Background: an optimization exercise with open tools, aiming at small area, a short achievable clock period and few clock cycles. Do not read the settings as production practice.
No functional check of the RTL was part of this run.
No activity file was given, so power comes from the tool's default toggle rates.

==> design/flow/design.v <==
package snn_pkg;
    typedef logic [4-1:0] neuron_id_t;
    typedef logic [4-1:0]   axon_id_t;
    typedef logic signed [8-1:0] weight_t;
    typedef logic [16-1:0] membrane_t;
    typedef logic [8-1:0]     leak_t;
    typedef logic [4-1:0]   refrac_t;
    typedef logic [31:0] spike_count_t;
    typedef enum logic {
        scan_idle,
        scan_run
    } scan_state_t;
endpackage
`timescale 1ns/1ps
module synapse_array (
    input  logic                sys_clk,
    input  logic                sys_rst_n,
    input  logic                weight_we,
    input  snn_pkg::axon_id_t   weight_axon,
    input  snn_pkg::neuron_id_t weight_neuron,
    input  snn_pkg::weight_t    weight_data,
    input  logic [16-1:0] row_sel,
    output logic [16*8-1:0] row_data
);
    localparam int NA = 16;
    localparam int NN = 16;
    localparam int WW = 8;
    logic [NN*WW-1:0] weight_mem [NA];
    logic [WW-1:0] wr_data;
    logic [NA-1:0] row_en;
    logic [NN-1:0] col_en;
    assign wr_data = weight_data & {WW{sys_rst_n}};
    always_comb begin
        for (int a = 0; a < NA; a++) begin
            row_en[a] = !sys_rst_n || (weight_we && (weight_axon == a[3:0]));
        end
        for (int n = 0; n < NN; n++) begin
            col_en[n] = !sys_rst_n || (weight_we && (weight_neuron == n[3:0]));
        end
    end
    always_ff @(posedge sys_clk) begin
        for (int a = 0; a < NA; a++) begin
            for (int n = 0; n < NN; n++) begin
                if (row_en[a] && col_en[n]) begin
                    weight_mem[a][n*WW +: WW] <= wr_data;
                end
            end
        end
    end
    always_comb begin
        row_data = '0;
        for (int a = 0; a < NA; a++) begin
            row_data = row_data | (weight_mem[a] & {(NN*WW){row_sel[a]}});
        end
    end
endmodule
`timescale 1ns/1ps
module lif_neuron_array (
    input  logic                  sys_clk,
    input  logic                  sys_rst_n,
    input  logic                  snn_soft_reset,
    input  logic                  leak_step,
    input  snn_pkg::membrane_t    threshold,
    input  snn_pkg::leak_t        leak_rate,
    input  snn_pkg::refrac_t      refrac_period,
    input  logic [16*8-1:0] row_data,
    output logic [16-1:0] fire_mask
);
    localparam int NN    = 16;
    localparam int WW    = 8;
    localparam int MEM_W = 16;
    snn_pkg::membrane_t membrane [NN];
    snn_pkg::refrac_t   refrac   [NN];
    snn_pkg::membrane_t next_mem [NN];
    logic [NN-1:0]      live;
    always_comb begin
        for (int n = 0; n < NN; n++) begin
            logic signed [MEM_W+1:0] sum;
            logic signed [WW+1:0]    addend;
            logic signed [WW-1:0]    w;
            w = row_data[n*WW +: WW];
            addend = leak_step ? -$signed({2'b00, leak_rate}) : $signed({{2{w[WW-1]}}, w});
            sum = $signed({2'b00, membrane[n]}) + addend;
            if (sum < 0) begin
                next_mem[n] = '0;
            end else if (sum[MEM_W]) begin
                next_mem[n] = '1;
            end else begin
                next_mem[n] = sum[MEM_W-1:0];
            end
            live[n]      = (w != '0) && (refrac[n] == '0) && !leak_step;
            fire_mask[n] = live[n] && (next_mem[n] >= threshold);
        end
    end
    always_ff @(posedge sys_clk) begin
        for (int n = 0; n < NN; n++) begin
            if (!sys_rst_n || snn_soft_reset) begin
                membrane[n] <= '0;
            end else if (leak_step || live[n]) begin
                membrane[n] <= fire_mask[n] ? '0 : next_mem[n];
            end
            if (!sys_rst_n || snn_soft_reset) begin
                refrac[n] <= '0;
            end else if (leak_step) begin
                if (refrac[n] != '0) begin
                    refrac[n] <= refrac[n] - 1'b1;
                end
            end else if (fire_mask[n]) begin
                refrac[n] <= refrac_period;
            end
        end
    end
endmodule
`timescale 1ns/1ps
module spike_out_fifo #(
    parameter int DEPTH = 4
) (
    input  logic                sys_clk,
    input  logic                sys_rst_n,
    input  logic                snn_soft_reset,
    input  logic [16-1:0] fire_mask,
    output logic                room1,
    output logic                room2,
    output logic                spike_out_valid,
    output snn_pkg::neuron_id_t spike_out_neuron,
    input  logic                spike_out_ready
);
    localparam int NN = 16;
    logic [NN-1:0] q [DEPTH];
    logic [NN-1:0] head;
    logic [NN-1:0] l [DEPTH];
    assign spike_out_valid = (q[0] != '0);
    assign room1 = (q[DEPTH-1] == '0);
    assign room2 = (q[DEPTH-2] == '0);
    always_comb begin
        spike_out_neuron = '0;
        for (int n = NN-1; n >= 0; n--) begin
            if (q[0][n]) spike_out_neuron = snn_pkg::neuron_id_t'(n);
        end
    end
    always_comb begin
        head = (spike_out_ready) ? (q[0] & (q[0] - 1'b1)) : q[0];
        if (head == '0) begin
            for (int i = 0; i < DEPTH-1; i++) l[i] = q[i+1];
            l[DEPTH-1] = '0;
        end else begin
            l[0] = head;
            for (int i = 1; i < DEPTH; i++) l[i] = q[i];
        end
    end
    always_ff @(posedge sys_clk) begin
        for (int i = 0; i < DEPTH; i++) begin
            if (!sys_rst_n || snn_soft_reset) begin
                q[i] <= '0;
            end else if ((l[i] == '0) && (i == 0 || l[i-1] != '0)) begin
                q[i] <= fire_mask;
            end else begin
                q[i] <= l[i];
            end
        end
    end
endmodule
`timescale 1ns/1ps
module status_leds (
    input  logic                  sys_clk,
    input  logic                  sys_rst_n,
    input  logic                  snn_enable,
    input  logic                  busy,
    input  snn_pkg::spike_count_t spike_count,
    output logic [3:0]            led
);
    logic [10:0] heartbeat_cnt;
    always_ff @(posedge sys_clk) begin
        if (!sys_rst_n) begin
            heartbeat_cnt <= '0;
        end else begin
            heartbeat_cnt <= heartbeat_cnt + 1'b1;
        end
    end
    assign led[0] = heartbeat_cnt[10];
    assign led[1] = snn_enable;
    assign led[2] = busy;
    assign led[3] = (heartbeat_cnt[7:0] < spike_count[7:0]);
endmodule
`timescale 1ns/1ps
module snn_core_top (
    input  logic                  sys_clk,
    input  logic                  sys_rst_n,
    input  logic                  snn_enable,
    input  logic                  snn_soft_reset,
    input  snn_pkg::membrane_t    threshold,
    input  snn_pkg::leak_t        leak_rate,
    input  snn_pkg::refrac_t      refrac_period,
    input  logic                  timestep,
    input  logic                  weight_we,
    input  snn_pkg::axon_id_t     weight_axon,
    input  snn_pkg::neuron_id_t   weight_neuron,
    input  snn_pkg::weight_t      weight_data,
    input  logic                  spike_in_valid,
    input  snn_pkg::axon_id_t     spike_in_axon,
    output logic                  spike_in_ready,
    output logic                  spike_out_valid,
    output snn_pkg::neuron_id_t   spike_out_neuron,
    input  logic                  spike_out_ready,
    output snn_pkg::spike_count_t spike_count,
    output logic                  busy,
    output logic [3:0]            led
);
    localparam int NA = 16;
    localparam int NN = 16;
    localparam int WW = 8;
    logic [NA-1:0]    pend_sel;
    logic             pend;
    logic [NN*WW-1:0] row_data;
    logic [NN-1:0]    fire_mask;
    logic             room1;
    logic             room2;
    logic             spike_accept;
    logic             leak_step;
    snn_pkg::membrane_t threshold_q;
    logic               leak_q;
    snn_pkg::leak_t     leak_rate_q;
    assign pend = (pend_sel != '0);
    assign busy = pend | spike_out_valid;
    assign spike_in_ready = snn_enable && (pend ? room2 : room1);
    assign spike_accept   = spike_in_valid && spike_in_ready;
    assign leak_step      = timestep && snn_enable;
    always_ff @(posedge sys_clk) begin
        if (!sys_rst_n || snn_soft_reset) begin
            pend_sel <= '0;
        end else begin
            for (int a = 0; a < NA; a++) begin
                pend_sel[a] <= spike_accept && (spike_in_axon == a[3:0]);
            end
        end
    end
    always_ff @(posedge sys_clk) begin
        threshold_q <= threshold;
        leak_rate_q <= leak_rate;
    end
    always_ff @(posedge sys_clk) begin
        if (!sys_rst_n || snn_soft_reset) begin
            leak_q <= 1'b0;
        end else begin
            leak_q <= leak_step;
        end
    end
    synapse_array u_synapse_array (
        .sys_clk       (sys_clk),
        .sys_rst_n     (sys_rst_n),
        .weight_we     (weight_we),
        .weight_axon   (weight_axon),
        .weight_neuron (weight_neuron),
        .weight_data   (weight_data),
        .row_sel       (pend_sel),
        .row_data      (row_data)
    );
    lif_neuron_array u_lif_neuron_array (
        .sys_clk        (sys_clk),
        .sys_rst_n      (sys_rst_n),
        .snn_soft_reset (snn_soft_reset),
        .leak_step      (leak_q),
        .threshold      (threshold_q),
        .leak_rate      (leak_rate_q),
        .refrac_period  (refrac_period),
        .row_data       (row_data),
        .fire_mask      (fire_mask)
    );
    spike_out_fifo u_spike_out_fifo (
        .sys_clk          (sys_clk),
        .sys_rst_n        (sys_rst_n),
        .snn_soft_reset   (snn_soft_reset),
        .fire_mask        (fire_mask),
        .room1            (room1),
        .room2            (room2),
        .spike_out_valid  (spike_out_valid),
        .spike_out_neuron (spike_out_neuron),
        .spike_out_ready  (spike_out_ready)
    );
    always_ff @(posedge sys_clk) begin
        if (!sys_rst_n || snn_soft_reset) begin
            spike_count <= '0;
        end else if (spike_out_valid && spike_out_ready) begin
            spike_count <= spike_count + 1'b1;
        end
    end
    status_leds u_status_leds (
        .sys_clk     (sys_clk),
        .sys_rst_n   (sys_rst_n),
        .snn_enable  (snn_enable),
        .busy        (busy),
        .spike_count (spike_count),
        .led         (led)
    );
endmodule
==> design/flow/run.sh <==
#!/bin/bash
# synth_recipe.tcl (not shown) runs the flow's synth.tcl, then flattens the netlist and writes it again
# the make line also repeats each setting of config.mk as NAME=value (left out here)
make -C /OpenROAD-flow-scripts/flow DESIGN_CONFIG=/design/flow/config.mk WORK_HOME=/design/flow/orfs CLKGATE_MAP_FILE= SYNTH_SCRIPT=/design/flow/synth_recipe.tcl finish
==> design/flow/config.mk <==
export PLATFORM = sky130hd
export DESIGN_NAME = snn_core_top
export DESIGN_NICKNAME = snn_core_top
export VERILOG_FILES = /design/flow/design.v
export SDC_FILE = /design/flow/constraint.sdc
export NUM_CORES = 4
export LEC_CHECK = 0
export CAP_MARGIN = 20
export CORE_MARGIN = 2
export CORE_UTILIZATION = 40
export SLEW_MARGIN = 20
==> design/flow/constraint.sdc <==
create_clock -name core_clock -period 12.0 [get_ports {sys_clk}]
set_input_delay 2.4000 -clock core_clock [delete_from_list [all_inputs] [get_ports {sys_clk}]]
set_output_delay 2.4000 -clock core_clock [all_outputs]
set_load 0.01 [all_outputs]
==> metrics.md <==
| Metric | Value |
|---|---|
| Share of Yosys cell area claimed by the top area cell type | 0.540 |
| Simple-gate share of the synthesized area | 0.0903 |
| Cell area after synthesis | 114000 µm² |
| Initial antenna violation count | 12 |
| Final period util | 0.702 |
| WP data arrival | 9190 ps |
| Max Clock Skew | 69.5 ps |
| Synth Warn # | 11 |
| Total die area | 289000 µm² |
| DR vias | 80100 |
| # hold bufs at CTS | 0 |
| Iter 0 DRT Violations | 8885 |
| Post-Synth XOR/XNOR Area | 0.0167 |
| Cells after synthesis | 8963 |
| Peak supply drop | 0.103 mV |
| Clock latency on the worst-skew pair | 940 ps |
| Top post-synthesis cells by area | edfxtp_1 (54%), dfxtp_1 (8.2%), ha_1 (6.3%) |
| Main combinational cell family by area after synthesis | compound AO/OA/AOI/OAI gates |
| Final setup margin | 3580 ps |
| CP Buf/Inv Count | 2 |
| Setup_tns | 0 ps |
| Total track usage | 0.245 |
| Static Leak | 44.0 nW |
| Crit Path Max Fanout | 42 |
| Synthesized net count | 9605 |
| Number of setup buffers added after CTS | 0 |
| Synth Area in Adders | 0.0656 |
| First-pass GRT wire length | 526000 µm |
| Post-synth top flop | edfxtp_1 |
| H-tree Lvls | 5 |
| Worst-path clk slew | 60 ps |
| # rows | 195 |
| Most frequent cell after synthesis | edfxtp_1 |
| Startpoint types | flip-flop |
| Worst rel slew slack | 0.202 |
| Worst hold stages | 2 |
| Max Clock Freq | 119 MHz |
| Critical path depth | 23 |
| ANT nets after route | 0 |
| FILL cells | 25000 |
| Die height | 538 µm |
| Max Root-Sink Buffers | 4 |
| TritonCTS Sinks | 2516 |
| # Max-Cap Violations | 0 |
| Crit-path cells | buf_4, a22o_1, a221oi_1, and4_1, a21o_1, inv_1, ha_1, or3_1, o21ai_0, nor4_1, o31ai_1, a21oi_1, nor2_1, nor2_1, ha_1, nand2_1, o21ai_0, a21oi_1, o21ai_0, a31oi_1, o31ai_1, o21ai_0, a32o_1 |
| Initial core utilization | 0.403 |
| Chip width | 538 µm |
| Core area | 283000 µm² |
| Sequential-to-total area share from yosys stat | 0.622 |
| Yosys reg bits | 2516 |
| Syn Area/Cell | 12.7 µm² |
| Synth Area in Compound Gates | 0.174 |
| Worst setup EP type | flip-flop |
| P&R area growth vs syn | 12.0% |
| Most instantiated cells after synthesis | edfxtp_1 (2048), nor2_1 (880), ha_1 (570) |
| Nets | 9666 |
| RSZ-0062 raised after global routing | no |
| Hold Vio Cnt, Final | 0 |
| Vias in the first global route | 77500 |
| GPL Wtd Cong | 0.885 |
| Post_cts resized | 0 |
| Post-synth EDFFs | 2048 |
| Cell Pwr Density | 158 nW/µm² |
| CTS tree | done |
| Crit Path Class | flip-flop to flip-flop |
| Vias/cell | 6.18 |
| Fraction of layout instances using a drive strength above 1 | 0.0736 |
| Reg2Reg Depth | 23 |
| Peak per-stage delay on the critical path | 880 ps |
| Crit path max-delay cell type | dfxtp_4 |
| Worst Hold Class | flip-flop to flip-flop |
| Post-synth top area cell | edfxtp_1 |
| Detailed placer's ending HPWL | 222000 µm |
| Total I/O pin count | 99 |
| Port Buf Inserts | 98 |
| Final WL | 363000 µm |
| Synth cell types | 99 |
| Slew @ Worst Pin | 1200 ps |
| Slew Viols, Final | 0 |
| DRC | 0 |
| DR WL/cell | 28.0 µm |
| Final setup viols | 0 |
| Pre-CTS setup slack | 3800 ps |
| Root Driver | clkbuf_16 |
| Largest net degree at the start of global routing | 190 |
| Status | finished clean |
| Total CTS buffers | 280 |
| Top Family by Delay on Critical Path | compound AO/OA/AOI/OAI gates |
| CP Data Required Time | 12770 ps |
| Grt total ovfl | 0 |
| Crit path top cell by count | o21ai_0 |
| Mux share of post-synthesis cell area | 0.00445 |
| Final min period | 8420 ps |
| Ys async rst share | 0 |
| Pre-Repair DR Iteration Count | 6 |
[per-layer routing]
layer | global-route usage | wire, µm
met1 | 0.337 | 153000
met2 | 0.385 | 164000
met4 | 0.0853 | 12700
met5 | 0 | 27
met3 | 0.0493 | 33600
[registers in the layout, summed over array words and instances (netlist names)]
signal	flops
pend_sel	16
leak_rate_q	8
threshold_q	16
u_lif_neuron_array.refrac	64
u_status_leds.heartbeat_cnt	11
leak_q	1
u_lif_neuron_array.membrane	256
u_synapse_array.weight_mem	2048
spike_count	32
u_spike_out_fifo.q	64
[final timing paths]
path	startpoint	endpoint	slack (ps)
max	pend_sel[8]	u_lif_neuron_array.refrac[15][3]	3580
min	u_lif_neuron_array.membrane[6][5]	u_lif_neuron_array.membrane[6][5]	450
max reg2reg	pend_sel[8]	u_lif_neuron_array.refrac[15][3]	3580
min reg2reg	u_lif_neuron_array.membrane[6][5]	u_lif_neuron_array.membrane[6][5]	450
[layout make-up]
class                   count  area (µm²)  area share
flip-flops and latches   2516       70900       0.556
clock buffers             337        7360      0.0576
repair buffers            243        2300      0.0180
diodes                      4        10.0   0.0000784
well taps                3743        4680      0.0367
clock inverters           129        1100     0.00862
multi-input cells        5745       40400       0.316
inverters                 238         902     0.00707
[where the power goes]
part | switching (mW) | leakage (nW) | total (mW) | internal [mW]
logic | 1.25 | 18.1 | 1.77 | 0.521
registers | 0.181 | 21.8 | 10.3 | 10.1
clock network | 3.44 | 4.15 | 8.15 | 4.71
[cells in the final DEF (no fill, tap or decap), drive strengths merged, types with 160 or more instances in the layout]
master  count
nor2      882
inv       244
a21oi     506
xnor2     160
edfxtp   2048
a221oi    522
a22o      543
nand2     425
clkbuf    337
o21ai     456
dfxtp     468
ha        570
nor3      165
[logic make-up (layout without fill, tap and decap cells)]
group | Yosys count | after routing
buffers and inverters | 702 | 947
other | 0 | 4
adders and majority gates | 588 | 588
and+or+nand+nor | 2136 | 2136
xor gates and xnor gates | 216 | 216
DFF | 2516 | 2516
muxes | 50 | 50
AOI/OAI and AO/OA | 2755 | 2755
[per-stage QoR]
stage               instances  hold slack (ps)  power [mW]  utilization  cell area, µm²
global route            13000              472        20.8        0.451          128000
floorplan                8963              425        11.5            -          114000
detailed placement      12500              448        12.2        0.421          119000
finish                  13000              451        20.2        0.451          128000
global placement        12500              442        12.1        0.421          119000
CTS                     12900              456        20.2        0.451          128000
[worst reg2reg max path, delay by kind of cell (launching register included)]
| kind | cells | cell delay [ps] |
|---|---|---|
| fa+ha+maj | 2 | 680 |
| buf+inv | 2 | 1050 |
| flops | 1 | 880 |
| compound gates | 13 | 3670 |
| simple gates | 6 | 1970 |

==> re-timing with driven ports <==
Ports are ideal in the flow. The routed layout listed here was re-timed in OpenROAD. Step 1 assumes that a clkbuf_16 drives the clock port and a buf_2 every other input. Step 2 also shifts input and output timing later by t, the mid clock arrival at the registers, as if the neighbouring blocks saw the same clock. Three values: ideal ports, drivers, drivers and shift; two values: the first two.
shift t [ns]: 1.012
slack for setup (ns): 3.575 / 3.575 / 3.575
cell pins on the clock port's net: 1
After both steps setup and hold are still met in this run. For this run, drivers alone change the setup slack by 0.000 ns; drivers and shift together by 0.000 ns.
